This is an optimization exercise on Yosys and OpenROAD, whose aim is small area, a short achievable clock period and few clock cycles per item, not a production implementation. Function was checked by simulation only, so behaviour that the tests miss may differ from the original. No activity file was given, so power comes from the tool's default toggle rates.

==> design/flow/design.v <==
package hsd_pkg;
	localparam int ROT_W  = 32;
	localparam int TIME_W = 32;
	localparam int REM_W  = 10;
	function automatic logic [2:0] sector_of(input logic [2:0] code);
		logic [2:0] s;
		case (code)
			3'd1:    s = 3'd0;
			3'd5:    s = 3'd1;
			3'd4:    s = 3'd2;
			3'd6:    s = 3'd3;
			3'd2:    s = 3'd4;
			3'd3:    s = 3'd5;
			default: s = 3'd7;
		endcase
		sector_of = s;
	endfunction
endpackage
module hsd_div (
	input  logic [8:0] dm1,       
	input  logic [8:0] dm6,       
	input  logic [9:0] rem,
	input  logic       bit_in,
	input  logic       fix,
	output logic       ge,
	output logic [9:0] rem_nx
);
	logic [9:0]  two;
	logic [9:0]  trial;
	logic [9:0]  a;
	logic [9:0]  b;
	logic        use6;
	logic [10:0] diff;
	always_comb begin
		two   = {rem[8:0], 1'b0};
		trial = two + {6'd0, bit_in, bit_in, 1'b0};
		use6  = bit_in && !fix;
		a     = fix ? rem : two;
		b     = use6 ? {1'b0, dm6} : {1'b0, dm1};
		rem_nx = (ge || fix) ? diff[9:0] : trial;
	end
	hsd_add #(.W(10)) u_sub (.a(a), .b(~b), .cin(use6), .sum(diff[9:0]), .cout(ge));
endmodule
module hsd_add #(
	parameter int W = 32
) (
	input  logic [W-1:0] a,
	input  logic [W-1:0] b,
	input  logic         cin,
	output logic [W-1:0] sum,
	output logic         cout
);
	localparam int L = $clog2(W);
	logic [(L+1)*W-1:0] g;
	logic [(L+1)*W-1:0] p;
	logic [W-1:0]       x;
	assign x = a ^ b;
	assign g[W-1:0] = {a[W-1:1] & b[W-1:1], (a[0] & b[0]) | (x[0] & cin)};
	assign p[W-1:0] = x;
	for (genvar l = 0; l < L; l++) begin : g_lvl
		for (genvar i = 0; i < W; i++) begin : g_bit
			if (((i >> l) & 1) == 1) begin : g_join
				localparam int J = ((i >> l) << l) - 1;
				assign g[(l+1)*W + i] = g[l*W + i] | (p[l*W + i] & g[l*W + J]);
				assign p[(l+1)*W + i] = p[l*W + i] & p[l*W + J];
			end else begin : g_pass
				assign g[(l+1)*W + i] = g[l*W + i];
				assign p[(l+1)*W + i] = p[l*W + i];
			end
		end
	end
	assign sum  = x ^ {g[L*W +: W-1], cin};
	assign cout = g[L*W + W-1];
endmodule
module hsd_track (
	input  logic               clk,
	input  logic               arst_n,
	input  logic [8:0]         dm1,         
	input  logic [8:0]         dm6,         
	input  logic               proc,
	input  logic [2:0]         code,
	input  logic [31:0]        now,
	input  logic               load_rev,
	input  logic [31:0]        rev_val,
	input  logic               op_pre,
	input  logic               op_div,
	input  logic               op_fix,
	input  logic               op_inc,
	input  logic               op_dec,
	output logic               redo,        
	output logic               primed,
	output logic [2:0]         sector,      
	output logic [31:0]        rev,
	output logic               dir,
	output logic [31:0]        period,
	output logic [31:0]        stamp,
	output logic               seq_ok,
	output logic [31:0]        q,
	output logic [9:0]         rem
);
	logic        primed_q;
	logic [2:0]  code_q;
	logic [2:0]  sector_q;
	logic [31:0] rev_q;
	logic        dir_q;
	logic [31:0] period_q;
	logic [31:0] stamp_q;
	logic        seq_q;
	logic [31:0] q_q;
	logic [9:0]  rem_q;
	logic [2:0]  ns;
	logic        ns_none;
	logic        os_none;
	logic        changed;
	logic        fwd;
	logic        bwd;
	logic        wrap_up;
	logic        wrap_dn;
	logic        step;
	logic        adopt;
	logic [31:0] rev_up;
	logic [31:0] rev_dn;
	assign rev_up = rev_q + 32'd1;
	assign rev_dn = rev_q - 32'd1;
	always_comb begin
		ns      = hsd_pkg::sector_of(code);
		ns_none = ns == 3'd7;
		os_none = sector_q == 3'd7;
		changed = code != code_q;
		unique case (sector_q)
			3'd0:    begin fwd = ns == 3'd1; bwd = ns == 3'd5; end
			3'd1:    begin fwd = ns == 3'd2; bwd = ns == 3'd0; end
			3'd2:    begin fwd = ns == 3'd3; bwd = ns == 3'd1; end
			3'd3:    begin fwd = ns == 3'd4; bwd = ns == 3'd2; end
			3'd4:    begin fwd = ns == 3'd5; bwd = ns == 3'd3; end
			3'd5:    begin fwd = ns == 3'd0; bwd = ns == 3'd4; end
			default: begin fwd = 1'b0;       bwd = 1'b0;       end
		endcase
		wrap_up = sector_q == 3'd5 && ns == 3'd0;
		wrap_dn = sector_q == 3'd0 && ns == 3'd5;
		step    = fwd || bwd;
		adopt   = os_none && !ns_none;
		redo    = primed_q && (adopt
			|| (wrap_up && !rev_q[31] && rev_up[31])
			|| (wrap_dn && rev_q[31] && !rev_dn[31]));
	end
	logic [31:0] age;
	logic [34:0] cs_x;
	logic [34:0] cs_y;
	logic [34:0] cs_z;
	logic [34:0] cs_s;
	logic [34:0] cs_c;
	logic [34:0] cs_sum;
	logic        t_ge;
	logic        stale;
	hsd_add #(.W(32)) u_age (.a(now), .b(~stamp_q), .cin(1'b1), .sum(age), .cout(t_ge));
	hsd_add #(.W(35)) u_stale (.a(cs_s), .b(cs_c), .cin(1'b0), .sum(cs_sum), .cout());
	always_comb begin
		cs_x   = {3'b000, now};
		cs_y   = {3'b000, ~stamp_q};
		cs_z   = {2'b00, ~period_q, 1'b1};
		cs_s   = cs_x ^ cs_y ^ cs_z;
		cs_c   = {1'b0, (cs_x[32:0] & cs_y[32:0]) | (cs_x[32:0] & cs_z[32:0]) | (cs_y[32:0] & cs_z[32:0]), 1'b1};
		stale  = period_q != '0 && (cs_sum[34] || (cs_sum[33] && (!t_ge || cs_sum[32])));
	end
	logic [31:0] q_up;
	logic [31:0] q_dn;
	logic [9:0]  rem_p1;
	logic [9:0]  rem_m1;
	logic [9:0]  neg_dm1;
	logic        rem_z;
	logic        d_ge;
	logic [9:0]  d_rem;
	logic [31:0] q_i;
	logic [9:0]  rem_i;
	logic [31:0] q_d;
	logic [9:0]  rem_d;
	logic [31:0] q_o;
	logic [9:0]  rem_o;
	logic        smp_inc;
	logic        smp_dec;
	assign neg_dm1 = {~{1'b0, dm1[8:1]}, 1'b1};    
	hsd_div u_div (
		.dm1    (dm1),
		.dm6    (dm6),
		.rem    (rem_q),
		.bit_in (q_q[30]),
		.fix    (op_fix),
		.ge     (d_ge),
		.rem_nx (d_rem)
	);
	always_comb begin
		q_up   = q_q + 32'd1;
		q_dn   = q_q - 32'd1;
		rem_p1 = rem_q + 10'd1;
		rem_m1 = rem_q - 10'd1;
		rem_z  = rem_q == '0;
		if (rem_q == {1'b0, dm1}) begin
			q_i   = q_up;
			rem_i = '0;
		end else if (rem_z && q_q[31]) begin
			q_i   = q_up;
			rem_i = neg_dm1;
		end else begin
			q_i   = q_q;
			rem_i = rem_p1;
		end
		if (rem_z && !q_q[31] && q_q != '0) begin
			q_d   = q_dn;
			rem_d = {1'b0, dm1};
		end else if (rem_q == neg_dm1) begin
			q_d   = q_dn;
			rem_d = '0;
		end else begin
			q_d   = q_q;
			rem_d = rem_m1;
		end
		q_o   = q_q;
		rem_o = rem_q;
		if (op_pre) begin
			q_o   = rev_q;
			rem_o = rev_q[31] ? {1'b0, dm6} : '0;
		end else if (op_div) begin
			q_o   = {q_q[31], q_q[29:0], d_ge};
			rem_o = d_rem;
		end else if (op_fix) begin
			if (q_q[31] && !rem_z) begin
				q_o   = q_up;
				rem_o = d_rem;
			end
		end else if (op_inc) begin
			q_o   = q_i;
			rem_o = rem_i;
		end else if (op_dec) begin
			q_o   = q_d;
			rem_o = rem_d;
		end else if (proc && !primed_q) begin
			q_o   = '0;
			rem_o = ns_none ? 10'h3FF : {7'd0, ns};
		end
		smp_inc = proc && primed_q && fwd;
		smp_dec = proc && primed_q && bwd;
	end
	always_ff @(posedge clk) begin
		if (smp_inc) begin
			q_q   <= q_i;
			rem_q <= rem_i;
		end else if (smp_dec) begin
			q_q   <= q_d;
			rem_q <= rem_d;
		end else begin
			q_q   <= q_o;
			rem_q <= rem_o;
		end
	end
	always_ff @(posedge clk or negedge arst_n) begin
		if (!arst_n) begin
			primed_q <= 1'b0;
			sector_q <= 3'd7;
			dir_q    <= 1'b0;
		end else if (proc) begin
			if (!primed_q) begin
				primed_q <= 1'b1;
				sector_q <= ns;
			end else if (step || adopt) begin
				sector_q <= ns;
				if (step)
					dir_q <= bwd;
			end
		end
	end
	always_ff @(posedge clk) begin
		if (load_rev)
			rev_q <= rev_val;
		else if (proc) begin
			if (!primed_q) begin
				rev_q    <= '0;
				period_q <= '0;
				stamp_q  <= now;
			end else if (step) begin
				if (wrap_up)
					rev_q <= rev_up;
				if (wrap_dn)
					rev_q <= rev_dn;
				period_q <= (bwd == dir_q) ? age : '0;
				stamp_q  <= now;
			end else if (stale) begin
				period_q <= '0;
			end
		end
	end
	always_ff @(posedge clk) begin
		if (proc) begin
			code_q <= code;
			if (!primed_q)
				seq_q <= !ns_none;
			else if (changed && !step)
				seq_q <= 1'b0;
		end
	end
	assign primed = primed_q;
	assign sector = sector_q;
	assign rev    = rev_q;
	assign dir    = dir_q;
	assign period = period_q;
	assign stamp  = stamp_q;
	assign seq_ok = seq_q;
	assign q      = q_q;
	assign rem    = rem_q;
endmodule
module hall_sensor_sector_decoder_top (
	input  logic               clk,
	input  logic               arst_n,
	input  logic               samples_valid,
	output logic               samples_ready,
	input  logic               samples_hall_a,
	input  logic               samples_hall_b,
	input  logic               samples_hall_c,
	input  logic [31:0]        samples_now_us,
	output logic               results_valid,
	input  logic               results_ready,
	output logic signed [3:0]  results_sector,
	output logic signed [31:0] results_electric_rotations,
	output logic signed [9:0]  results_angle_count,
	output logic signed [31:0] results_mech_turns,
	output logic               results_direction,
	output logic [31:0]        results_period_us,
	output logic [31:0]        results_edge_time_us,
	output logic               results_sequence_valid,
	input  logic               cfg_valid,
	output logic               cfg_ready,
	input  logic               cfg_sel,
	input  logic [31:0]        cfg_data
);
	localparam logic [2:0] S_RUN  = 3'd0;
	localparam logic [2:0] S_WAIT = 3'd1;
	localparam logic [2:0] S_PRE  = 3'd2;
	localparam logic [2:0] S_DIV  = 3'd3;
	localparam logic [2:0] S_FIX  = 3'd4;
	localparam logic [2:0] S_ADJ  = 3'd5;
	logic [2:0]  state_q;
	logic [4:0]  cnt_q;
	logic        res_valid_q;
	logic        res_pend_q;
	logic        s_full_q;
	logic [2:0]  s_code_q;
	logic [31:0] s_now_q;
	logic [6:0]  pp_q;
	logic [6:0]  pp_eff;
	logic [8:0]  dm1_q;
	logic [8:0]  dm6_q;
	logic        run;
	logic        proc;
	logic        acc;
	logic        redo;
	logic        primed;
	logic [2:0]  sector;
	logic        op_pre;
	logic        op_div;
	logic        op_fix;
	logic        op_inc;
	logic        op_dec;
	logic        adj_done;
	logic        sec_none;
	logic [31:0] rev;
	logic        dir;
	logic [31:0] period;
	logic [31:0] stamp;
	logic        seq_ok;
	logic [31:0] q;
	logic [9:0]  rem;
	assign cfg_ready = 1'b1;
	always_ff @(posedge clk or negedge arst_n) begin
		if (!arst_n)
			pp_q <= 7'd1;
		else if (cfg_valid && !cfg_sel)
			pp_q <= cfg_data[6:0];
	end
	always_comb begin
		if (pp_q == 7'd0)
			pp_eff = 7'd1;
		else if (pp_q > 7'd64)
			pp_eff = 7'd64;
		else
			pp_eff = pp_q;
	end
	always_ff @(posedge clk) begin
		dm1_q <= {pp_eff, 2'b00} + {1'b0, pp_eff, 1'b0} - 9'd1;
		dm6_q <= {pp_eff, 2'b00} + {1'b0, pp_eff, 1'b0} - 9'd6;
	end
	assign run           = state_q == S_RUN;
	assign proc          = s_full_q && run && (!res_valid_q || results_ready);
	assign samples_ready = !s_full_q || (run && (!res_valid_q || results_ready));
	assign acc           = samples_valid && samples_ready;
	always_ff @(posedge clk or negedge arst_n) begin
		if (!arst_n)
			s_full_q <= 1'b0;
		else if (acc)
			s_full_q <= 1'b1;
		else if (proc)
			s_full_q <= 1'b0;
	end
	always_ff @(posedge clk) begin
		if (acc) begin
			s_code_q <= {samples_hall_a, samples_hall_b, samples_hall_c};
			s_now_q  <= samples_now_us;
		end
	end
	assign sec_none = sector == 3'd7;
	assign op_pre   = state_q == S_PRE;
	assign op_div   = state_q == S_DIV;
	assign op_fix   = state_q == S_FIX;
	assign op_inc   = state_q == S_ADJ && !sec_none && cnt_q[2:0] != 3'd0;
	assign op_dec   = state_q == S_ADJ && sec_none;
	assign adj_done = state_q == S_ADJ && (sec_none || cnt_q[2:0] <= 3'd1);
	always_ff @(posedge clk or negedge arst_n) begin
		if (!arst_n) begin
			state_q <= S_RUN;
			cnt_q   <= '0;
		end else if (cfg_valid && primed) begin
			state_q <= cfg_sel ? S_PRE : S_WAIT;
		end else begin
			unique case (state_q)
				S_RUN:  if (proc && redo) state_q <= S_PRE;
				S_WAIT: state_q <= S_PRE;
				S_PRE:  begin
					state_q <= S_DIV;
					cnt_q   <= 5'd30;
				end
				S_DIV:  begin
					cnt_q <= cnt_q - 5'd1;
					if (cnt_q == '0)
						state_q <= S_FIX;
				end
				S_FIX:  begin
					state_q <= S_ADJ;
					cnt_q   <= {2'b00, sector};
				end
				S_ADJ:  begin
					cnt_q <= cnt_q - 5'd1;
					if (adj_done)
						state_q <= S_RUN;
				end
				default: state_q <= S_RUN;
			endcase
		end
	end
	always_ff @(posedge clk or negedge arst_n) begin
		if (!arst_n) begin
			res_valid_q <= 1'b0;
			res_pend_q  <= 1'b0;
		end else if (proc) begin
			res_valid_q <= !redo;
			res_pend_q  <= redo;
		end else if (adj_done && res_pend_q) begin
			res_valid_q <= 1'b1;
			res_pend_q  <= 1'b0;
		end else if (results_ready) begin
			res_valid_q <= 1'b0;
		end
	end
	hsd_track u_track (
		.clk      (clk),
		.arst_n   (arst_n),
		.dm1      (dm1_q),
		.dm6      (dm6_q),
		.proc     (proc),
		.code     (s_code_q),
		.now      (s_now_q),
		.load_rev (cfg_valid && cfg_sel),
		.rev_val  (cfg_data),
		.op_pre   (op_pre),
		.op_div   (op_div),
		.op_fix   (op_fix),
		.op_inc   (op_inc),
		.op_dec   (op_dec),
		.redo     (redo),
		.primed   (primed),
		.sector   (sector),
		.rev      (rev),
		.dir      (dir),
		.period   (period),
		.stamp    (stamp),
		.seq_ok   (seq_ok),
		.q        (q),
		.rem      (rem)
	);
	assign results_valid              = res_valid_q;
	assign results_sector             = {&sector, sector};
	assign results_electric_rotations = rev;
	assign results_angle_count        = rem;
	assign results_mech_turns         = q;
	assign results_direction          = dir;
	assign results_period_us          = period;
	assign results_edge_time_us       = stamp;
	assign results_sequence_valid     = seq_ok;
endmodule
==> design/flow/flow/run.sh <==
#!/bin/bash
# Layout flow: the standard synthesis, then its combinational logic remapped by ABC
# for delay (registers, their names and cell types untouched), then the standard
# layout from that netlist. Each tool's output goes to a log file here.
set -euo pipefail
R=orfs/results/${FLOW_PLATFORM}/hall_sensor_sector_decoder_top/base
YOSYS=${FLOW_HOME}/../tools/install/yosys/bin/yosys
LIB=${FLOW_HOME}/platforms/sky130hd/lib/sky130_fd_sc_hd__tt_025C_1v80.lib

bash standard.sh synth > synth.log 2>&1
cp $R/1_2_yosys.v standard_1_2_yosys.v

sed -e "s#@LIB@#$LIB#g" -e "s#@IN@#standard_1_2_yosys.v#g" -e "s#@OUT@#remapped.v#g" \
	-e "s#@SCRIPT@#$PWD/flow/delay.abc#g" -e "s#@TOP@#${FLOW_TOP}#g" flow/remap.ys > remap_run.ys
$YOSYS -l remap.log -q remap_run.ys > /dev/null 2>&1

cp remapped.v $R/1_2_yosys.v
rm -f $R/1_synth.odb $R/1_synth.sdc
bash standard.sh > layout.log 2>&1
==> design/flow/flow/delay.abc <==
strash
dch
map -D 1500
strash
dch
map -D 1500
topo
buffer -c
upsize -c
dnsize -c
==> design/flow/flow/remap.ys <==
# Re-map the standard synthesis's combinational cells with a delay-driven ABC script.
# Flip-flops and tie cells stay the instances the standard synthesis made.
read_liberty -ignore_miss_func @LIB@
read_verilog @IN@
hierarchy -top @TOP@
blackbox sky130_fd_sc_hd__*df* sky130_fd_sc_hd__*dl* sky130_fd_sc_hd__conb*
flatten
opt_clean -purge
abc -script @SCRIPT@ -D 1500 -liberty @LIB@ -dont_use sky130_fd_sc_hd__probe_p_8 -dont_use sky130_fd_sc_hd__probec_p_8 -dont_use sky130_fd_sc_hd__lpflow_bleeder_1 -dont_use sky130_fd_sc_hd__lpflow_clkbufkapwr_1 -dont_use sky130_fd_sc_hd__lpflow_clkbufkapwr_16 -dont_use sky130_fd_sc_hd__lpflow_clkbufkapwr_2 -dont_use sky130_fd_sc_hd__lpflow_clkbufkapwr_4 -dont_use sky130_fd_sc_hd__lpflow_clkbufkapwr_8 -dont_use sky130_fd_sc_hd__lpflow_clkinvkapwr_1 -dont_use sky130_fd_sc_hd__lpflow_clkinvkapwr_16 -dont_use sky130_fd_sc_hd__lpflow_clkinvkapwr_2 -dont_use sky130_fd_sc_hd__lpflow_clkinvkapwr_4 -dont_use sky130_fd_sc_hd__lpflow_clkinvkapwr_8 -dont_use sky130_fd_sc_hd__lpflow_decapkapwr_12 -dont_use sky130_fd_sc_hd__lpflow_decapkapwr_3 -dont_use sky130_fd_sc_hd__lpflow_decapkapwr_4 -dont_use sky130_fd_sc_hd__lpflow_decapkapwr_6 -dont_use sky130_fd_sc_hd__lpflow_decapkapwr_8 -dont_use sky130_fd_sc_hd__lpflow_inputiso0n_1 -dont_use sky130_fd_sc_hd__lpflow_inputiso0p_1 -dont_use sky130_fd_sc_hd__lpflow_inputiso1n_1 -dont_use sky130_fd_sc_hd__lpflow_inputiso1p_1 -dont_use sky130_fd_sc_hd__lpflow_inputisolatch_1 -dont_use sky130_fd_sc_hd__lpflow_isobufsrc_1 -dont_use sky130_fd_sc_hd__lpflow_isobufsrc_16 -dont_use sky130_fd_sc_hd__lpflow_isobufsrc_2 -dont_use sky130_fd_sc_hd__lpflow_isobufsrc_4 -dont_use sky130_fd_sc_hd__lpflow_isobufsrc_8 -dont_use sky130_fd_sc_hd__lpflow_isobufsrckapwr_16 -dont_use sky130_fd_sc_hd__lpflow_lsbuf_lh_hl_isowell_tap_1 -dont_use sky130_fd_sc_hd__lpflow_lsbuf_lh_hl_isowell_tap_2 -dont_use sky130_fd_sc_hd__lpflow_lsbuf_lh_hl_isowell_tap_4 -dont_use sky130_fd_sc_hd__lpflow_lsbuf_lh_isowell_4 -dont_use sky130_fd_sc_hd__lpflow_lsbuf_lh_isowell_tap_1 -dont_use sky130_fd_sc_hd__lpflow_lsbuf_lh_isowell_tap_2 -dont_use sky130_fd_sc_hd__lpflow_lsbuf_lh_isowell_tap_4 
opt_clean -purge
hilomap -singleton -hicell sky130_fd_sc_hd__conb_1 HI -locell sky130_fd_sc_hd__conb_1 LO
splitnets
opt_clean -purge
insbuf -buf sky130_fd_sc_hd__buf_4 A X
check
tee -o remap_stat.txt stat -liberty @LIB@
write_verilog -noattr -nohex -nodec @OUT@
==> design/flow/standard.sh <==
#!/bin/bash
# synth_recipe.tcl (not shown) runs the flow's synth.tcl, then flattens the netlist and writes it again
# the make line also repeats each setting of config.mk as NAME=value (left out here)
make -C /OpenROAD-flow-scripts/flow DESIGN_CONFIG=/design/flow/config.mk WORK_HOME=/design/flow/orfs CLKGATE_MAP_FILE= SYNTH_SCRIPT=/design/flow/synth_recipe.tcl "${@:-finish}"
==> design/flow/config.mk <==
export PLATFORM = sky130hd
export DESIGN_NAME = hall_sensor_sector_decoder_top
export DESIGN_NICKNAME = hall_sensor_sector_decoder_top
export VERILOG_FILES = /design/flow/design.v
export SDC_FILE = /design/flow/constraint.sdc
export NUM_CORES = 4
export LEC_CHECK = 0
export CAP_MARGIN = 20
export CORE_MARGIN = 2
export CORE_UTILIZATION = 65
export PLACE_DENSITY = 0.85
export SETUP_SLACK_MARGIN = 2.5
export SLEW_MARGIN = 20
==> design/flow/constraint.sdc <==
create_clock -name core_clock -period 6.0 [get_ports {clk}]
set_input_delay 1.2000 -clock core_clock [delete_from_list [all_inputs] [get_ports {clk}]]
set_output_delay 1.2000 -clock core_clock [all_outputs]
set_load 0.01 [all_outputs]
==> results of run 1 <==
how the worst max path moves through the flow:
stage	cells past startpoint	to	slack (ns)	start
floorplan	6	u_track.q_q[0]$_DFFE_PP_	2.43	results_ready
global placement	11	u_track.period_q[26]$_SDFFCE_PN0P_	1.74	results_ready
detailed placement	11	u_track.period_q[26]$_SDFFCE_PN0P_	1.69	results_ready
CTS	3	results_sector[3]	2.39	u_track.sector_q[0]$_DFFE_PN1P_
global route	13	u_track.q_q[13]$_DFFE_PP_	2.48	u_track.rem_q[4]$_DFFE_PP_
finish	12	u_track.q_q[4]$_DFFE_PP_	2.53	results_ready
sequential cells by signal, summed over array words and instances, names as in the netlist:
register / cells
cnt_q: 5
dm1_q: 8
dm6_q: 7
pp_q: 7
res_pend_q: 1
res_valid_q: 1
s_code_q: 3
s_full_q: 1
s_now_q: 32
state_q: 3
u_track.code_q: 3
u_track.dir_q: 1
u_track.period_q: 32
u_track.primed_q: 1
u_track.q_q: 32
u_track.rem_q: 10
u_track.rev_q: 32
u_track.sector_q: 3
u_track.seq_q: 1
u_track.stamp_q: 32
cells in the final DEF, fill, tap and decap left out, types with 23 or more instances in the layout:
cell,count
nor3_1,57
nand2_1,462
nand3_1,108
inv_1,291
nand4_1,44
o21ai_0,183
clkdlybuf4s50_1,215
a21oi_1,164
clkbuf_16,25
edfxtp_1,177
xnor2_1,23
o22ai_1,25
xor2_1,43
a22oi_1,28
buf_4,28
nor2_1,250
routing by layer:
layer,up-vias,track usage (%),wire length (um),part of all wire (%)
met4,2,24.70,4642,7.3
met3,412,11.07,9442,15
li1,8229,-,-,-
met2,1752,67.02,27180,43
met5,-,0,14,0.022
met1,8520,55.73,22050,35
final cells by class:
cell class | count | area [um2] | area share, %
clock inverter | 11 | 110.1 | 0.5571
clock buffer | 33 | 655.6 | 3.318
antenna | 2 | 5.005 | 0.02532
sequential | 215 | 6196 | 31.35
multi-input combinational | 1665 | 8755 | 44.30
timing repair buffer | 249 | 2422 | 12.26
inverter | 315 | 1200 | 6.072
tap | 335 | 419.2 | 2.121
power by group:
part           leakage [nW]  internal, mW  switching, mW
Clock                 0.367         0.852          0.665
Combinational          5.82         0.939           1.66
Sequential             2.06          1.95          0.400
Total                  8.25          3.74           2.72
repair_timing:
action	4_1_cts	5_1_grt
hold endpoints to repair	0	0
setup endpoints to repair	63	79
hold buffers	0	0
resized for setup	8	17
pin swaps	2	4
setup buffers	3	12
==> flow_metrics.env, run 1 <==
export IMPL_die_y_um=167.0
export IMPL_hold_worst_slack_ns=0.4547
export IMPL_crit_path_start_kind="input port"
export IMPL_grt_pass1_wl_um=96460
export IMPL_grt_ovfl_total=0
export IMPL_coreArea_mm2=0.02606
export IMPL_fin_cells=2825
export IMPL_drt_total_wl_um=63340
export IMPL_syn_avg_cell_area_um2=7.292
export IMPL_clkLatencyLatePin_ns=0.55
export IMPL_arrival_ns=3.74
export IMPL_first_iter_violations=2989
export IMPL_start_util_pct=66.26
export IMPL_end_kind="register"
export IMPL_dp_cells=2764
export IMPL_timing_rr_start="u_track.q_q[8]$_DFFE_PP_"
export IMPL_cpPeakStageDelay_ns=0.46
export IMPL_clk_pin_slew_ns=0.06
export IMPL_post_place_ws_ns=1.686
export IMPL_period_share_pct=57.91
export IMPL_maxCapViolCount=0
export IMPL_rr_worst_depth=16
export IMPL_layout_nets=2544
export IMPL_syn_nets=2441
export IMPL_p_per_area_mw_per_mm2=327.0
export IMPL_tightestPinTransition_ns=1.194
export IMPL_fp_dieW_um=167.0
export IMPL_dr_pass1_iters=9
export IMPL_hold_start="s_now_q[16]$_DFFE_PP_"
export IMPL_grt_max_degree=36
export IMPL_num_io_pins=220
export IMPL_yosysWarnings=3
export IMPL_rsz0062_at_grt="true"
export IMPL_n_fill_cell=1912
export IMPL_num_vias=18920
export IMPL_dieArea_mm2=0.02789
export IMPL_finalClockSkew_ns=0.01702
export IMPL_r2r_setup_slack_ns=2.53
export IMPL_min_path_cells=0
export IMPL_ant_nets=0
export IMPL_path_cells="clkdlybuf4s50_1, inv_1, nand2_2, nand4_1, nor2_1, inv_1, nor2_4, buf_8, clkinvlp_4, buf_4, o311ai_0, a22oi_1"
export IMPL_period_needed_ns=3.474
export IMPL_num_rows=59
export IMPL_setup_tns_ns=0
export IMPL_cts_root_buf="clkbuf_16"
export IMPL_power_leakage_nw=8.252
export IMPL_slowest_stage="clkdlybuf4s50_1"
export IMPL_ir_drop_uv=315.7
export IMPL_grt_usage_pct=43.45
export IMPL_worst_slack_ns=2.526
export IMPL_netlist_instances=2368
export IMPL_gp_congestion=1.049
export IMPL_htree_levels=1
export IMPL_postPlaceCellArea_mm2=0.01880
export IMPL_maxSlewViolCount=0
export IMPL_power_mw=6.463
export IMPL_route_detailed_drc=0
export IMPL_antenna_found_initial=3
export IMPL_wl_per_cell_um=22.42
export IMPL_crit_path_frequent_cell="inv_1"
export IMPL_cts_tree="yes"
export IMPL_syn2layout_area_growth_pct=14.45
export IMPL_viasPerCell=6.696
export IMPL_drive_above_1_share_pct=7.275
export IMPL_grt_pass1_vias=17780
export IMPL_r2r_end="u_track.q_q[16]$_DFFE_PP_"
export IMPL_utilization_pct=75.84
export IMPL_maxSlewHeadroom_pct=20.08
export IMPL_hold_path_endpoint="u_track.stamp_q[16]$_DFFE_PP_"
export IMPL_cp_top_family="buffers and inverters"
export IMPL_fin_area_mm2=0.01976
export IMPL_cts_buffer_depth=3
export IMPL_required_ns=6.27
export IMPL_synth_area_mm2=0.01727
export IMPL_holdCritPathClass="reg -> reg"
export IMPL_hold_viol_final=0
export IMPL_worst_path_buf_inv=6
export IMPL_numPortBuffers=218
export IMPL_clock_sink_count=215
export IMPL_path_class="in -> reg"
export IMPL_path_max_fanout=26
export IMPL_finalSetupViolations=0
export IMPL_fmax_ghz=0.2878
export IMPL_hpwl_um=45870
export IMPL_status="no timing/DRC/antenna violations"
export IMPL_cts_buffers=25
Testbench counts, summed over its fixed seeds: cycles 17,205, items 16,000.
==> run 2: changes to the inputs <==
--- a/design/flow/config.mk
+++ b/design/flow/config.mk
@@ -7,7 +7,7 @@
 export LEC_CHECK = 0
 export CAP_MARGIN = 20
 export CORE_MARGIN = 2
-export CORE_UTILIZATION = 65
-export PLACE_DENSITY = 0.85
+export CORE_UTILIZATION = 55
+export PLACE_DENSITY = 0.75
 export SETUP_SLACK_MARGIN = 2.5
 export SLEW_MARGIN = 20
==> run 2 against run 1 <==
Compared with the run above: first-iteration DRC count decreased by 27%; total power increased by 0.33%; count of clock-buffer cells in the layout is 1 higher; flip-flop and latch count stayed put; cell count rose by 1.9%; worst setup slack lost 0.084 ns; non-clock buffer count fell by 8; utilization decreased by 11 points; combinational power decreased by 3%; synthesized cell count did not move; fmax decreased by 2.4%; via count down 5.1%.
==> flow_metrics.env, run 2 <==
export IMPL_numPortBuffers=218
export IMPL_path_class="in -> out"
export IMPL_slowest_stage="clkdlybuf4s50_1"
export IMPL_seqPwrFrac_pct=36.3
export IMPL_cts_hold_buf=0
export IMPL_num_rows=64
export IMPL_fmax_ghz=0.2810
export IMPL_synth_area_mm2=0.01727
export IMPL_hpwl_um=46310
export IMPL_cpPeakStageDelay_ns=0.46
export IMPL_num_io_pins=220
export IMPL_path_cells="clkdlybuf4s50_1, inv_1, nand2_1, nand3_1, nand2_1, dlygate4sd2_1"
export IMPL_clk_pin_slew_ns=0.06
export IMPL_internal_power_mw=3.828
export IMPL_power_share_switching_pct=40.96
export IMPL_cts_tree="yes"
export IMPL_maxSlewHeadroom_pct=39.00
export IMPL_grt_usage_pct=36.40
export IMPL_status="no timing/DRC/antenna violations"
export IMPL_p_clk_share_pct=24.9
export IMPL_ir_drop_uv=245.5
export IMPL_p_per_area_mw_per_mm2=326.5
export IMPL_comb_power_share_pct=38.9
export IMPL_cts_buffer_depth=3
export IMPL_maxSlewViolCount=0
export IMPL_end_kind="output pin"
export IMPL_grt_pass1_wl_um=93960
export IMPL_grt_ovfl_total=0
export IMPL_layout_nets=2537
export IMPL_clkLatencyLatePin_ns=0.55
export IMPL_final_common_cell="nand2_1"
export IMPL_ant_nets=0
export IMPL_tightestPinTransition_ns=0.9116
export IMPL_cts_buffers=26
export IMPL_grt_max_degree=34
export IMPL_period_share_pct=59.31
export IMPL_finalSetupViolations=0
export IMPL_start_util_pct=56.16
export IMPL_wl_per_cell_um=21.33
export IMPL_dieArea_mm2=0.03283
export IMPL_num_vias=17960
export IMPL_gp_congestion=1.013
export IMPL_final_cell_mix="462 x nand2_1, 292 x inv_1, 252 x nor2_1"
export IMPL_antenna_found_initial=1
export IMPL_yosysWarnings=3
export IMPL_period_needed_ns=3.558
export IMPL_cts_root_buf="clkbuf_16"
export IMPL_grt_pass1_vias=16460
export IMPL_fp_dieW_um=181.2
export IMPL_p_sw_mw=2.656
export IMPL_drt_total_wl_um=61420
export IMPL_netlist_instances=2368
export IMPL_drive_above_1_share_pct=7.088
export IMPL_multi_input_area_mm2=0.008735
export IMPL_viasPerCell=6.235
export IMPL_crit_path_start_kind="input port"
export IMPL_syn_nets=2441
export IMPL_required_ns=4.80
export IMPL_first_iter_violations=2192
export IMPL_hold_viol_final=0
export IMPL_syn2layout_area_growth_pct=15.04
export IMPL_utilization_pct=64.60
export IMPL_n_fill_cell=2780
export IMPL_crit_path_frequent_cell="nand2_1"
export IMPL_clock_sink_count=215
export IMPL_path_max_fanout=3
export IMPL_dr_pass1_iters=6
export IMPL_ff_latch_area_mm2=0.006197
export IMPL_finalClockSkew_ns=0.02388
export IMPL_maxCapViolCount=0
export IMPL_die_y_um=181.2
export IMPL_holdCritPathClass="reg -> reg"
export IMPL_power_leakage_nw=8.282
export IMPL_route_detailed_drc=0
export IMPL_setup_tns_ns=0
export IMPL_rsz0062_at_grt="true"
export IMPL_arrival_ns=2.36
export IMPL_syn_avg_cell_area_um2=7.292
export IMPL_coreArea_mm2=0.03075
export IMPL_htree_levels=1
## run 2: changes by cell type in the layout (fill, tap and decap cells not counted), moves of 2 or more
| cell | change |
|---|---|
| buf_4 | -10 |
| clkbuf_1 | -5 |
| clkbuf_16 | +2 |
| clkbuf_8 | +4 |
| clkinv_2 | +6 |
| clkinvlp_4 | -5 |
| dlygate4sd2_1 | +2 |
| nor2_1 | +2 |
| nor2_2 | -3 |
## run 2: area by class of cell
class / count / area share [%]
Tap cell: 396 / 2.494
Antenna cell: 1 / 0.01260
Clock buffer: 34 / 3.735
Clock inverter: 13 / 0.5669
Timing Repair Buffer: 241 / 12.04
Multi-Input combinational cell: 1665 / 43.97
Sequential cell: 215 / 31.20
Inverter: 315 / 5.984
## run 2: critical path, delay by kind of cell
family | cells | cell delay [ns]
buffers and inverters | 3 | 0.80
AND/OR/NAND/NOR | 3 | 0.35
## run 2: path summary, 6_finish.rpt
| kind | startpoint | to | slack, ns | cells past startpoint |
|---|---|---|---|---|
| min in group asynchronous | arst_n | u_track.dir_q$_DFFE_PN0P_ | 0.65 | 1 |
| worst min-delay path | s_now_q[12]$_DFFE_PP_ | u_track.stamp_q[12]$_DFFE_PP_ | 0.45 | 0 |
| worst max register to register | state_q[0]$_DFFE_PN0P_ | u_track.rem_q[8]$_DFFE_PP_ | 2.71 | 15 |
| max in group asynchronous | arst_n | state_q[0]$_DFFE_PN0P_ | 4.96 | 1 |
| worst min register to register | s_now_q[12]$_DFFE_PP_ | u_track.stamp_q[12]$_DFFE_PP_ | 0.45 | 0 |
| worst max-delay path | results_ready | samples_ready | 2.44 | 6 |
## run 2: through the flow
step | hold slack, ns | setup WS (ns) | area [um2] | power, mW | std cells
floorplan | 0.4264 | 2.431 | 17280 | 4.016 | 2368
global route | 0.4696 | 2.363 | 19860 | 6.807 | 2880
CTS | 0.4555 | 2.435 | 19790 | 6.404 | 2876
detailed placement | 0.4394 | 1.709 | 18890 | 4.798 | 2825
finish | 0.4530 | 2.442 | 19860 | 6.485 | 2880
global placement | 0.4319 | 1.804 | 18890 | 4.775 | 2825
## run 2: what timing repair did
item / in CTS / in global routing
resized for setup: 6 / 12
setup buffers: 4 / 2
cloned: 0 / 0
pin swaps: 2 / 2
endpoints found under the setup margin: 33 / 75
## run 2: routing by layer
| layer | share of wire [%] | track usage [%] |
|---|---|---|
| met5 | 0 | 0 |
| met3 | 12 | 7.781 |
| met4 | 4.7 | 13.20 |
| met1 | 41 | 51.27 |
| met2 | 42 | 55.17 |
## run 2: power groups by stage
| stage | clock network (mW) | registers (mW) | logic (mW) |
|---|---|---|---|
| 3_3_place_gp | 0 | 2.36 | 2.41 |
| 5_1_grt | 1.67 | 2.38 | 2.76 |
| 6_report | 1.61 | 2.35 | 2.52 |
| 3_5_place_dp | 0 | 2.36 | 2.44 |
| 2_1_floorplan | 0 | 2.20 | 1.82 |
| 4_1_cts | 1.61 | 2.33 | 2.46 |
==> run 3: changes to the inputs <==
--- a/design/flow/config.mk
+++ b/design/flow/config.mk
@@ -9,5 +9,5 @@
 export CORE_MARGIN = 2
 export CORE_UTILIZATION = 55
 export PLACE_DENSITY = 0.75
-export SETUP_SLACK_MARGIN = 2.5
+export SETUP_SLACK_MARGIN = 2.75
 export SLEW_MARGIN = 20
==> run 3 against run 2 <==
Compared with the run above: largest cell class unchanged; non-clock buffer count up 55; die area stayed put; combinational power rose by 8.3%; register-to-register slack improved by 0.07 ns; utilization is 2.2 points higher; via count is 2.3% higher; largest power group unchanged; synthesized cell count stayed put; global-route usage increased by 0.19 points; count of clock-buffer cells in the layout is 2 lower; clock skew decreased by 0.0083 ns; highest routed layer unchanged; sequential power about the same.
==> flow_metrics.env, run 3 <==
export IMPL_status="no timing/DRC/antenna violations"
export IMPL_ff_latch_area_mm2=0.006198
export IMPL_holdCritPathClass="reg -> reg"
export IMPL_route_detailed_drc=0
export IMPL_numPortBuffers=218
export IMPL_top_usage_layer="met2"
export IMPL_finalClockSkew_ns=0.01563
export IMPL_die_y_um=181.2
export IMPL_power_leakage_nw=8.613
export IMPL_timing_rr_start="u_track.q_q[6]$_DFFE_PP_"
export IMPL_netlist_instances=2368
export IMPL_worst_slack_ns=2.778
export IMPL_final_cell_mix="459 x nand2_1, 286 x inv_1, 243 x nor2_1"
export IMPL_cts_buffers=26
export IMPL_period_needed_ns=3.222
export IMPL_syn_nets=2441
export IMPL_htree_levels=1
export IMPL_viasPerCell=6.248
export IMPL_synth_area_mm2=0.01727
export IMPL_clk_pin_slew_ns=0.06
export IMPL_grt_usage_pct=36.58
export IMPL_crit_start="u_track.q_q[6]$_DFFE_PP_"
export IMPL_post_place_ws_ns=1.634
export IMPL_fin_area_mm2=0.02053
export IMPL_period_share_pct=53.70
export IMPL_hold_start="s_now_q[16]$_DFFE_PP_"
export IMPL_crit_path_frequent_cell="nand2_1"
export IMPL_dr_pass1_iters=6
export IMPL_wl_per_cell_um=21.44
export IMPL_p_per_area_mw_per_mm2=326.9
export IMPL_grt_ovfl_total=0
export IMPL_num_rows=64
export IMPL_multi_input_area_mm2=0.008976
export IMPL_final_common_cell="nand2_1"
export IMPL_cp_top_family="simple AND/OR/NAND/NOR gates"
export IMPL_num_io_pins=220
export IMPL_hpwl_um=46450
export IMPL_cts_tree="yes"
export IMPL_dp_cells=2825
export IMPL_drt_total_wl_um=63010
export IMPL_layout_nets=2595
export IMPL_required_ns=6.30
export IMPL_dieArea_mm2=0.03283
export IMPL_slowest_stage="edfxtp_1"
export IMPL_yosysWarnings=3
export IMPL_drive_above_1_share_pct=10.50
export IMPL_cpPeakStageDelay_ns=0.57
export IMPL_use_met2_pct=53.58
export IMPL_path_max_fanout=5
export IMPL_cts_root_buf="clkbuf_16"
export IMPL_grt_pass1_wl_um=94960
export IMPL_maxCapViolCount=0
export IMPL_path_class="reg -> reg"
export IMPL_gp_congestion=0.9906
export IMPL_cts_buffer_depth=3
export IMPL_setup_tns_ns=0
export IMPL_postPlaceCellArea_mm2=0.01891
export IMPL_num_vias=18360
export IMPL_syn2layout_area_growth_pct=18.90
export IMPL_clock_sink_count=215
export IMPL_hold_viol_final=0
export IMPL_finalSetupViolations=0
export IMPL_path_cells="nor2_1, nand2_1, nor3_2, nand2_1, nor3_2, nand4_1, buf_4, nor2_4, nand2_1, nand2_1, nand2_1, nand2_1, nor3_4, nand2_1, nor2_1, o311a_1"
export IMPL_tightestPinTransition_ns=1.071
export IMPL_maxSlewViolCount=0
export IMPL_syn_avg_cell_area_um2=7.292
export IMPL_ir_drop_uv=248.4
export IMPL_arrival_ns=3.52
export IMPL_ant_nets=0
export IMPL_grt_pass1_vias=16790
export IMPL_start_util_pct=56.16
export IMPL_end_kind="register"
export IMPL_met3_usage_pct=8.264
export IMPL_first_iter_violations=2364
export IMPL_clkLatencyLatePin_ns=0.55
export IMPL_grt_max_degree=36
export IMPL_n_fill_cell=2655
export IMPL_fin_cells=2939
export IMPL_rsz0062_at_grt="true"
export IMPL_worst_path_buf_inv=1
export IMPL_antenna_found_initial=1
export IMPL_maxSlewHeadroom_pct=28.30
export IMPL_coreArea_mm2=0.03075
export IMPL_fp_dieW_um=181.2
export IMPL_crit_path_start_kind="register"
export IMPL_grt_util_met1_pct=52.00
export IMPL_fmax_ghz=0.3103
export IMPL_power_mw=6.712
## run 3: path summary, 6_finish.rpt
path,endpoint,slack (ns),cells past startpoint
max reg2reg,u_track.q_q[9]$_DFFE_PP_,2.78,16
max,u_track.q_q[9]$_DFFE_PP_,2.78,16
min in group asynchronous,pp_q[2]$_DFFE_PN0P_,0.63,1
min reg2reg,u_track.stamp_q[16]$_DFFE_PP_,0.45,0
max in group asynchronous,state_q[2]$_DFFE_PN0P_,4.99,1
min,u_track.stamp_q[16]$_DFFE_PP_,0.45,0
## run 3: per-stage QoR
step	hold WS, ns	util (%)
floorplan	0.4264	-
global placement	0.4390	61.51
detailed placement	0.4361	61.51
CTS	0.4506	64.58
global route	0.4635	66.76
finish	0.4484	66.77
## run 3: what timing repair did
item,4_1_cts,5_1_grt
endpoints found under the setup margin,145,91
pin swaps,2,17
gates resized for setup,16,49
buffers inserted,5,57
hold buffers,0,0
cloned,0,3
## run 3: per-layer routing
| metal | wire [um] | part of all wire (%) |
|---|---|---|
| met5 | 0 | 0 |
| met4 | 2996 | 4.8 |
| met3 | 8684 | 14 |
| met2 | 26170 | 42 |
| met1 | 25160 | 40 |
## run 3: area by class of cell
type / instances / share of cell area [%]
Multi-Input combinational cell: 1668 / 43.72
Sequential cell: 215 / 30.19
Timing Repair Buffer: 296 / 13.52
Inverter: 315 / 5.893
Clock buffer: 32 / 3.480
Tap cell: 396 / 2.413
Clock inverter: 16 / 0.7740
Antenna cell: 1 / 0.01219
## run 3: power by group
group / total [mW] / switching, mW / leakage, nW / internal [mW]
logic: 2.73 / 1.69 / 6.13 / 1.04
clock network: 1.64 / 0.668 / 0.428 / 0.972
registers: 2.34 / 0.392 / 2.06 / 1.95
==> run 4: changes to the inputs <==
--- a/design/flow/config.mk
+++ b/design/flow/config.mk
@@ -9,5 +9,5 @@
 export CORE_MARGIN = 2
 export CORE_UTILIZATION = 55
 export PLACE_DENSITY = 0.75
-export SETUP_SLACK_MARGIN = 2.75
+export SETUP_SLACK_MARGIN = 3.0
 export SLEW_MARGIN = 20
==> run 4 against run 3 <==
Compared with the run above: die area unchanged; area after synthesis unchanged; final area is 5.4% higher; worst setup slack improved by 0.17 ns; register-to-register slack gained 0.17 ns; still clean on timing, DRC and antenna; first-iteration DRC count grew 12%; clock power hardly changed; cell count up 2.1%; non-clock buffer count increased by 62.
==> flow_metrics.env, run 4 <==
export IMPL_status="no timing/DRC/antenna violations"
export IMPL_grt_pass1_vias=17090
export IMPL_grt_pass1_wl_um=97660
export IMPL_final_common_cell="nand2_1"
export IMPL_ir_drop_uv=257.2
export IMPL_cts_buffers=26
export IMPL_layout_nets=2658
export IMPL_holdCritPathClass="reg -> reg"
export IMPL_die_y_um=181.2
export IMPL_wl_per_cell_um=22.15
export IMPL_hpwl_um=47380
export IMPL_num_io_pins=220
export IMPL_cts_root_buf="clkbuf_16"
export IMPL_tightestPinTransition_ns=0.7738
export IMPL_hold_viol_final=0
export IMPL_rr_worst_depth=12
export IMPL_min_path_cells=0
export IMPL_fmax_ghz=0.3274
export IMPL_route_detailed_drc=0
export IMPL_fp_dieW_um=181.2
export IMPL_first_iter_violations=2650
export IMPL_viasPerCell=6.333
export IMPL_dieArea_mm2=0.03283
export IMPL_synth_area_mm2=0.01727
export IMPL_path_class="reg -> reg"
export IMPL_crit_path_start_kind="register"
export IMPL_drive_above_1_share_pct=17.16
export IMPL_finalSetupViolations=0
export IMPL_ant_nets=0
export IMPL_path_max_fanout=6
export IMPL_rsz0062_at_grt="true"
export IMPL_period_share_pct=50.90
export IMPL_power_leakage_nw=9.019
export IMPL_cts_tree="yes"
export IMPL_syn_avg_cell_area_um2=7.292
export IMPL_grt_max_degree=42
export IMPL_required_ns=6.29
export IMPL_htree_levels=1
export IMPL_grt_ovfl_total=0
export IMPL_coreArea_mm2=0.03075
export IMPL_num_rows=64
export IMPL_drt_total_wl_um=66510
export IMPL_start_util_pct=56.16
export IMPL_cts_hold_buf=0
export IMPL_hold_worst_slack_ns=0.4542
export IMPL_finalClockSkew_ns=0.02340
export IMPL_maxCapViolCount=0
export IMPL_dr_pass1_iters=6
export IMPL_antenna_found_initial=1
export IMPL_period_needed_ns=3.054
export IMPL_numPortBuffers=218
export IMPL_arrival_ns=3.35
export IMPL_p_per_area_mw_per_mm2=324.4
export IMPL_cts_buffer_depth=3
export IMPL_clkLatencyLatePin_ns=0.55
export IMPL_gp_congestion=1.029
export IMPL_setup_tns_ns=0
export IMPL_yosysWarnings=3
export IMPL_clock_sink_count=215
export IMPL_end_kind="register"
export IMPL_final_cell_mix="424 x nand2_1, 276 x inv_1, 218 x nor2_1"
export IMPL_maxSlewViolCount=0
export IMPL_syn_nets=2441
export IMPL_netlist_instances=2368
export IMPL_num_vias=19010
export IMPL_grt_usage_pct=37.95
export IMPL_maxSlewHeadroom_pct=47.94
export IMPL_clk_pin_slew_ns=0.07
export IMPL_syn2layout_area_growth_pct=25.37
export IMPL_r2r_setup_slack_ns=2.95
-- run 4: path summary, 6_finish.rpt --
check,from,end
setup / recovery,u_track.q_q[6]$_DFFE_PP_,u_track.q_q[31]$_DFFE_PP_
hold / removal,s_now_q[22]$_DFFE_PP_,u_track.stamp_q[22]$_DFFE_PP_
setup reg to reg,u_track.q_q[6]$_DFFE_PP_,u_track.q_q[31]$_DFFE_PP_
hold reg to reg,s_now_q[22]$_DFFE_PP_,u_track.stamp_q[22]$_DFFE_PP_
max in group asynchronous,arst_n,state_q[2]$_DFFE_PN0P_
min in group asynchronous,arst_n,pp_q[3]$_DFFE_PN0P_
-- run 4: repair_timing --
| action | 4_1_cts | 5_1_grt |
|---|---|---|
| buffers inserted | 41 | 82 |
| cloned | 3 | 1 |
| resized for setup | 59 | 170 |
| pin swaps | 8 | 46 |
| setup endpoints to repair | 186 | 159 |
-- run 4: power breakdown --
group          switching, mW  internal (mW)  leakage (nW)
Sequential             0.342           1.95          2.06
Clock                  0.693          0.973         0.445
Combinational           1.88           1.19          6.51
Total                   2.91           4.11          9.02
-- run 4: metrics by stage --
| stage | cell area [um2] | total power [mW] | util [%] | cells | worst slack, ns |
|---|---|---|---|---|---|
| global route | 21650 | 7.321 | 70.40 | 3001 | 2.886 |
| CTS | 20380 | 6.631 | 66.28 | 2917 | 2.765 |
| floorplan | 17320 | 4.020 | - | 2368 | 2.501 |
| global placement | 18920 | 4.775 | 61.52 | 2825 | 1.788 |
| finish | 21650 | 7.024 | 70.41 | 3002 | 2.946 |
| detailed placement | 18920 | 4.812 | 61.52 | 2825 | 1.713 |
-- run 4: worst max-delay path: stages (launching register included) --
cell	delay, ns
edfxtp_1	0.43
buf_4	0.15
buf_4	0.09
inv_1	0.14
nor4_4	0.37
nand3_2	0.18
nor3_4	0.29
nand2_2	0.15
nor2_4	0.17
nand4_1	0.27
or2_1	0.35
a21oi_2	0.13
a21oi_1	0.08
-- run 4: per-layer routing --
metal  part of all wire, %  GRT usage (%)  up-vias
met5                     0              0        -
li1                      -              -     8463
met2                    42          55.89     1504
met1                    39          54.99     8781
met3                    14          6.712      265
met4                   5.4          15.74        0
-- run 4: final cells by class --
class                   count  area (um2)
flip-flops and latches    215        6198
fillers                  2488        9100
clock inverters            18       158.9
clock buffers              30       739.5
well taps                 396       495.5
inverters                 315        1214
diodes                      1       2.502
repair buffers            358        3352
repair inverters            1       7.507
multi-input cells        1668        9482

-- afterwards: timing with drivers on the ports --
The flow's constraints put no driver on any port. The routed layouts listed below were extracted and timed again, unchanged, in two steps.
Step 1 (the two cells are an assumption about what drives the block):
set clk [get_ports {clk}]
set_driving_cell -lib_cell sky130_fd_sc_hd__clkbuf_16 $clk
set_driving_cell -lib_cell sky130_fd_sc_hd__buf_2 [delete_from_list [all_inputs] $clk]
Step 2 also shifts input and output timing later by t, the mid clock arrival at the registers, as if the neighbouring blocks saw the same clock.
a / b / c = ideal / step 1 / step 2; a / b = the first two.
run | t, ns | setup WS [ns] | worst hold slack (ns) | worst setup path after step 2 | pins driven straight from the clock port
run 1 | 0.595 | 2.526 / 2.530 / 1.948 | 0.455 / 0.455 / 0.455 | input to register | 1
run 2 | 0.595 | 2.442 / 2.411 / 1.964 | 0.453 / 0.453 / 0.453 | input to register | 1
run 3 | 0.599 | 2.778 / 2.725 / 2.250 | 0.448 / 0.448 / 0.448 | input to register | 1
run 4 | 0.595 | 2.946 / 2.911 / 2.518 | 0.454 / 0.454 / 0.454 | input to register | 1
After both steps setup and hold are still met in every run listed. The setup slack of run 1, which loses most, moves by +0.004 ns with the drivers and by -0.578 ns with both steps.
